Background: an optimization exercise with open tools, aiming at small area. Do not read the settings as production practice. In this exercise RTL edits were held to simulation tests only and were not proved equivalent to the original. No activity file was given, so power comes from the tool's default toggle rates.

### flow/config.mk
export PLATFORM = sky130hd
export DESIGN_NAME = mul_div_unit
export DESIGN_NICKNAME = mul_div_unit
export VERILOG_FILES = /design/flow/design.v
export SDC_FILE = /design/flow/constraint.sdc
export NUM_CORES = 4
export LEC_CHECK = 0
export CAP_MARGIN = 20
export CORE_MARGIN = 2
export CORE_UTILIZATION = 40
export SLEW_MARGIN = 20
### flow/constraint.sdc
create_clock -name core_clock -period 10.0 [get_ports {clk}]
set_input_delay 2.0000 -clock core_clock [delete_from_list [all_inputs] [get_ports {clk}]]
set_output_delay 2.0000 -clock core_clock [all_outputs]
set_load 0.01 [all_outputs]
### flow/design.v
package mdu_pkg;
  typedef enum logic [2:0] {
    OP_MUL    = 3'b000,
    OP_MULH   = 3'b001,
    OP_MULHSU = 3'b010,
    OP_MULHU  = 3'b011,
    OP_DIV    = 3'b100,
    OP_DIVU   = 3'b101,
    OP_REM    = 3'b110,
    OP_REMU   = 3'b111
  } funct3_e;
  typedef enum logic [2:0] {
    IDLE  = 3'd0,
    MSTEP = 3'd1,
    OUT   = 3'd2,
    PRE   = 3'd3,
    DINIT = 3'd4,
    DSTEP = 3'd5,
    RPRE  = 3'd6
  } state_e;
endpackage
module mul_div_unit (
  input  logic        clk,
  input  logic        rst,
  input  logic        start,
  input  logic [2:0]  funct3,
  input  logic [31:0] operand_a,
  input  logic [31:0] operand_b,
  input  logic [4:0]  rd_in,
  input  logic        flush,
  output logic        busy,
  output logic        done,
  output logic [31:0] result,
  output logic [4:0]  rd_out
);
  mdu_pkg::state_e state, state_n;
  logic [2:0]  op_q;
  logic [31:0] a_q;
  logic [31:0] b_q;
  logic [32:0] p_q;
  logic [4:0]  rd_q;
  logic [4:0]  cnt_q;
  logic        negf_q;    
  logic        seen_q;    
  logic        sgn_q;     
  logic s_idle, s_mstep, s_out, s_pre, s_dinit, s_dstep, s_rpre;
  assign s_idle  = (state == mdu_pkg::IDLE);
  assign s_mstep = (state == mdu_pkg::MSTEP);
  assign s_out   = (state == mdu_pkg::OUT);
  assign s_pre   = (state == mdu_pkg::PRE);
  assign s_dinit = (state == mdu_pkg::DINIT);
  assign s_dstep = (state == mdu_pkg::DSTEP);
  assign s_rpre  = (state == mdu_pkg::RPRE);
  logic last;
  assign last = (cnt_q == 5'd31);
  logic accept;
  assign accept = start & ~flush & s_idle;
  logic is_div, is_rem, mul_hi, mul_sa, mul_sb, bneg;
  assign is_div = op_q[2] & ~op_q[1];
  assign is_rem = op_q[2] &  op_q[1];
  assign mul_hi = (op_q[1:0] != 2'b00);                  
  assign mul_sa = (op_q[1:0] == 2'b01) | (op_q[1:0] == 2'b10);
  assign mul_sb = (op_q[1:0] == 2'b01);
  assign bneg   = op_q[2] & ~op_q[0] & b_q[31];          
  logic        gate, sub, yext;
  logic [32:0] y;
  logic [32:0] sum;
  always_comb begin
    gate = 1'b0;
    sub  = 1'b0;
    if (s_mstep) begin
      gate = a_q[0];
      sub  = last & mul_sa;
    end else if (s_dstep) begin
      gate = 1'b1;
      sub  = ~(sgn_q ^ bneg);
    end else if (s_out) begin
      gate = (cnt_q == 5'd0) & is_rem & sgn_q;
      sub  = bneg;
    end
  end
  assign yext = b_q[31] & (op_q[2] ? ~op_q[0] : mul_sb);
  assign y    = gate ? {yext, b_q} : 33'd0;
  assign sum  = p_q + (y ^ {33{sub}}) + {32'd0, sub};
  logic rot, src, nbit;
  assign rot  = s_pre | (s_out & is_div);
  assign src  = rot ? a_q[0] : sum[0];
  assign nbit = src ^ (negf_q & seen_q);
  logic q;
  assign q = ~sum[32];
  always_comb begin
    state_n = state;
    case (state)
      mdu_pkg::IDLE:  if (accept) state_n = funct3[2] ? mdu_pkg::PRE : mdu_pkg::MSTEP;
      mdu_pkg::MSTEP: if (last) state_n = mul_hi ? mdu_pkg::OUT : mdu_pkg::IDLE;
      mdu_pkg::PRE:   if (last) state_n = mdu_pkg::DINIT;
      mdu_pkg::DINIT: state_n = mdu_pkg::DSTEP;
      mdu_pkg::DSTEP: if (last) state_n = is_rem ? mdu_pkg::RPRE : mdu_pkg::OUT;
      mdu_pkg::RPRE:  state_n = mdu_pkg::OUT;
      mdu_pkg::OUT:   if (last) state_n = mdu_pkg::IDLE;
      default:        state_n = mdu_pkg::IDLE;
    endcase
  end
  logic finish;
  assign finish = last & ((s_mstep & ~mul_hi) | s_out);
  always_ff @(posedge clk or posedge rst) begin
    if (rst) begin
      state <= mdu_pkg::IDLE;
      done  <= 1'b0;
    end else if (flush) begin
      state <= mdu_pkg::IDLE;
      done  <= 1'b0;
    end else begin
      state <= state_n;
      done  <= finish;
    end
  end
  assign busy = ~s_idle;
  always_ff @(posedge clk) begin
    if (s_idle) begin
      op_q   <= funct3;
      a_q    <= operand_a;
      b_q    <= operand_b;
      rd_q   <= rd_in;
      negf_q <= funct3[2] & ~funct3[0] & operand_a[31];
      p_q    <= 33'd0;
      cnt_q  <= 5'd0;
    end else begin
      if (s_dinit | s_dstep) begin
        a_q <= {a_q[30:0], q};
        p_q <= {sum[31:0], a_q[31]};
      end else begin
        a_q <= {nbit, a_q[31:1]};
        p_q <= {mul_sb & s_mstep & sum[32], sum[32:1]};
      end
      if (!(s_dinit | s_rpre)) cnt_q <= cnt_q + 5'd1;
      if (s_dstep & last & is_div) negf_q <= (negf_q ^ bneg) & ~a_q[30];
    end
    seen_q <= (s_pre | s_out) & (seen_q | src);
    if (s_dinit | s_dstep) sgn_q <= sum[32];
  end
  assign result = a_q;
  assign rd_out = rd_q;
endmodule
### flow/run.sh
#!/bin/bash
# synth_recipe.tcl (not shown) runs the flow's synth.tcl, then flattens the netlist and writes it again
# the make line also repeats each setting of config.mk as NAME=value (left out here)
make -C /OpenROAD-flow-scripts/flow DESIGN_CONFIG=/design/flow/config.mk WORK_HOME=/design/flow/orfs CLKGATE_MAP_FILE= SYNTH_SCRIPT=/design/flow/synth_recipe.tcl finish
==> results.yml <==
finish:
  seq_area_sq_um: 2780
  final_nets: 972
  layout_commonest_cell: "nand2_1"
  antenna_cells: 0
  multiInputGateArea_sq_um: 3610
  layout-drive-gt1-share: 0.0665
  areaGrowthSynthToFinish_pct: 28.1
  final_cell_mix: "nand2_1 (160), clkdlybuf4s50_1 (114), dfxtp_1 (71), nor2_1 (70), a21oi_1 (59)"
  nFillCells: 1530
synthesis:
  async_reset_ff_frac: 0.0342
  avgSynthCellArea_sq_um: 8.66
  synth-seq-cells: 117
  synthTopCellsByArea: "dfxtp_1 (21%), edfxtp_1 (19%), nand2_1 (9.1%)"
  syn_inst: 766
  seq_area_frac_synth: 0.420
  synth.cell_area_sq_um: 6630
  synthFlopType: "dfxtp_1"
  synth_enable_flop_cells: 42
  syn_nets: 879
  netlist.area_leader.share: 0.214
  yosysTopAreaCell: "dfxtp_1"
  synth.distinct_cells: 69
  ys_warn_count: 1
routing:
  finalWirelength_mm: 16.3
  dr.pass1.iters: 5
  drt-initial-drc-count: 520
  antenna_left: 0
  drc: 0
  wl_per_cell_um: 14.9
  vias: 5765
  routed_via_density: 5.28
clock_network:
  cts_resized: 0
  cts.clk_slew.worst_paths_ns: 0.06
  clk_latency_ns: 0.42
  cts_tree: "yes"
  hold_buffers: 0
  cts_buffer_depth: 2
  clkSinkCount: 117
  cts_setup_buffers: 0
  clock_tree.root_cell: "clkbuf_16"
  cts-buffers-inserted: 17
  h-tree-depth: 4
floorplan:
  core_sq_um: 16400
  die_w_um: 133
  die_area_sq_um: 17600
  io_pins: 115
  num_rows: 47
  die_h_um: 133
  start_util: 0.404
critical_path:
  cp_common_cell: "ha_1"
  critPathBufInv: 1
  crit_fanout: 31
  worstPathRequired_ns: 10.28
  slowest_delay_ns: 0.83
  end_kind: "flop"
  slowest_stage: "a311o_2"
  critical_path_class: "reg2reg"
  arrival_ns: 5.90
  crit_family: "compound AO/OA/AOI/OAI gates"
  worstPathCellList: "ha_1, and3_1, ha_1, nand2_1, nor4b_1, a311o_2, xnor2_1, inv_1, fa_1, nand2b_1, a2111oi_0, a2111oi_2, a211oi_2, o21ai_2, o31ai_2, or4_1, o311a_1, o21ai_1"
  r2r_cells: 18
  crit_path_start_kind: "flop"
  cp.depth: 18
sta:
  rsz0062_at_grt: "no"
  max_freq_ghz: 0.178
  min_period_ns: 5.62
  setup_viol: 0
  max_slew_margin: 0.357
  fin_tns_setup_ns: 0
  holdWs_ns: 0.490
  hold_viol: 0
  tightest_slew_ns: 0.964
  fin_crit_sh: 0.562
  slew_viol_final: 0
  fin_worst_skew_ns: 0.00809
global_routing:
  grt_pass1_vias: 5471
  grt_pass1_wl_mm: 27.3
  grt-ovfl-total: 0
  track_usage: 0.190
  antenna_found_initial: 0
  grt_start_max_net_pins: 69
place:
  gp_congestion: 0.883
  hpwl_mm: 11.4
  numPortBuffers: 114
worst_hold_path:
  min_path_type: "reg2reg"
  whs_path_depth: 2
status:
  status: "complete, no violations"
power_and_ir_drop:
  p_per_area_nw_per_um2: 190
  p_leak_nw: 3.35
  finalPower_w: 0.00162
  ir_worst_vdd_mv: 0.118
flow_run:
  maxCapViolCount: 0
metrics by stage:
step	util	instance area, sq um	setup slack (ns)	std cells
2_1_floorplan	-	6630	5.28	766
3_3_place_gp	0.482	7910	4.64	1060
3_5_place_dp	0.482	7910	4.46	1060
4_1_cts	0.518	8500	4.38	1092
5_1_grt	0.518	8500	3.88	1092
6_report	0.518	8500	4.38	1092
where the power goes:
part | internal [W] | leakage [nW] | total [W] | switching, W
combinational | 0.000183 | 2.00 | 0.000399 | 0.000215
sequential | 0.000576 | 1.06 | 0.000624 | 0.0000479
clock | 0.000373 | 0.293 | 0.000594 | 0.000221
total | 0.00113 | 3.35 | 0.00162 | 0.000484
synth_stat cells, types with 3 or more instances:
library cell	number
o21ai_2	3
nand3_1	4
nor2b_1	4
nor3_1	8
o31ai_1	5
nand4_1	7
inv_1	16
a211oi_1	10
a31oi_1	37
o21ai_1	4
buf_2	4
or4_1	3
a22o_1	4
buf_1	10
dfxtp_1	71
nand2b_1	8
nand2_1	160
a21oi_1	59
ha_1	36
dfrtp_1	4
xor2_1	15
o21ai_0	27
nor2_1	70
a21o_1	17
clkbuf_1	29
edfxtp_1	42
and3_1	3
o21a_1	5
xnor2_1	50
o22ai_1	3
worst paths after layout:
path	startpoint	to	slack, ns
worst max-delay path	cnt_q[0]	a_q[0]	4.38
worst min-delay path	a_q[29]	a_q[30]	0.49
worst max register to register	cnt_q[0]	a_q[0]	4.38
worst min register to register	a_q[29]	a_q[30]	0.49
max in group asynchronous	rst	state[0]	8.11
min in group asynchronous	rst	done	1.75
sequential cells by signal (all words and copies together) (netlist names), 3 cells and up:
register  cells
a_q          32
b_q          32
cnt_q         5
op_q          3
p_q          33
rd_q          5
state         3
layer usage:
metal	wire length [um]	global-route usage	part of all wire
met1	7920	0.261	0.49
met2	7590	0.299	0.47
met3	522	0.0345	0.032
met4	233	0.0681	0.014
met5	0	0	0
logic make-up after synthesis:
| family | after synthesis | share of synthesized area |
|---|---|---|
| simple gates | 282 | 0.183 |
| flops | 117 | 0.420 |
| mux | 1 | 0.00170 |
| xor+xnor | 65 | 0.0858 |
| fa+ha+maj | 37 | 0.0709 |
| buf+inv | 61 | 0.0364 |
| compound gates | 203 | 0.203 |
layout make-up:
class / count / area share
sequential: 117 / 0.327
inverter: 17 / 0.00751
clock buffer: 23 / 0.0624
timing repair buffer: 118 / 0.138
clock inverter: 9 / 0.00721
tap: 220 / 0.0324
multi-input combinational: 588 / 0.425
worst register-to-register path, stage by stage (launching register included):
cell       delay, ns
dfxtp_1         0.39
ha_1            0.21
and3_1          0.17
ha_1            0.25
nand2_1         0.10
nor4b_1         0.52
a311o_2         0.83
xnor2_1         0.25
inv_1           0.09
fa_1            0.44
nand2b_1        0.19
a2111oi_0       0.57
a2111oi_2       0.20
a211oi_2        0.34
o21ai_2         0.12
o31ai_2         0.34
or4_1           0.16
o311a_1         0.23
o21ai_1         0.08

==> re-timing with driven ports <==
The results above use ideal ports. As a check the final layout listed here was re-extracted and re-timed, cells and wires unchanged. Step 1 assumes that a clkbuf_16 drives the clock port and a buf_2 every other input. Step 2 times the ports against the registers' clock, not the clock port: input delays grow and output delays shrink by t, the midpoint of the rising clock arrivals with the driver on. Three values: no drivers, after step 1, after step 2; two values: the first two.
t (ns): 0.460
slack for setup (ns): 4.380 / 4.380 / 4.380
worst data-port slew with drivers (ns): 0.05
After both steps this run still meets setup and hold. For this run, drivers alone change the setup slack by 0.000 ns; drivers and shift together by 0.000 ns.
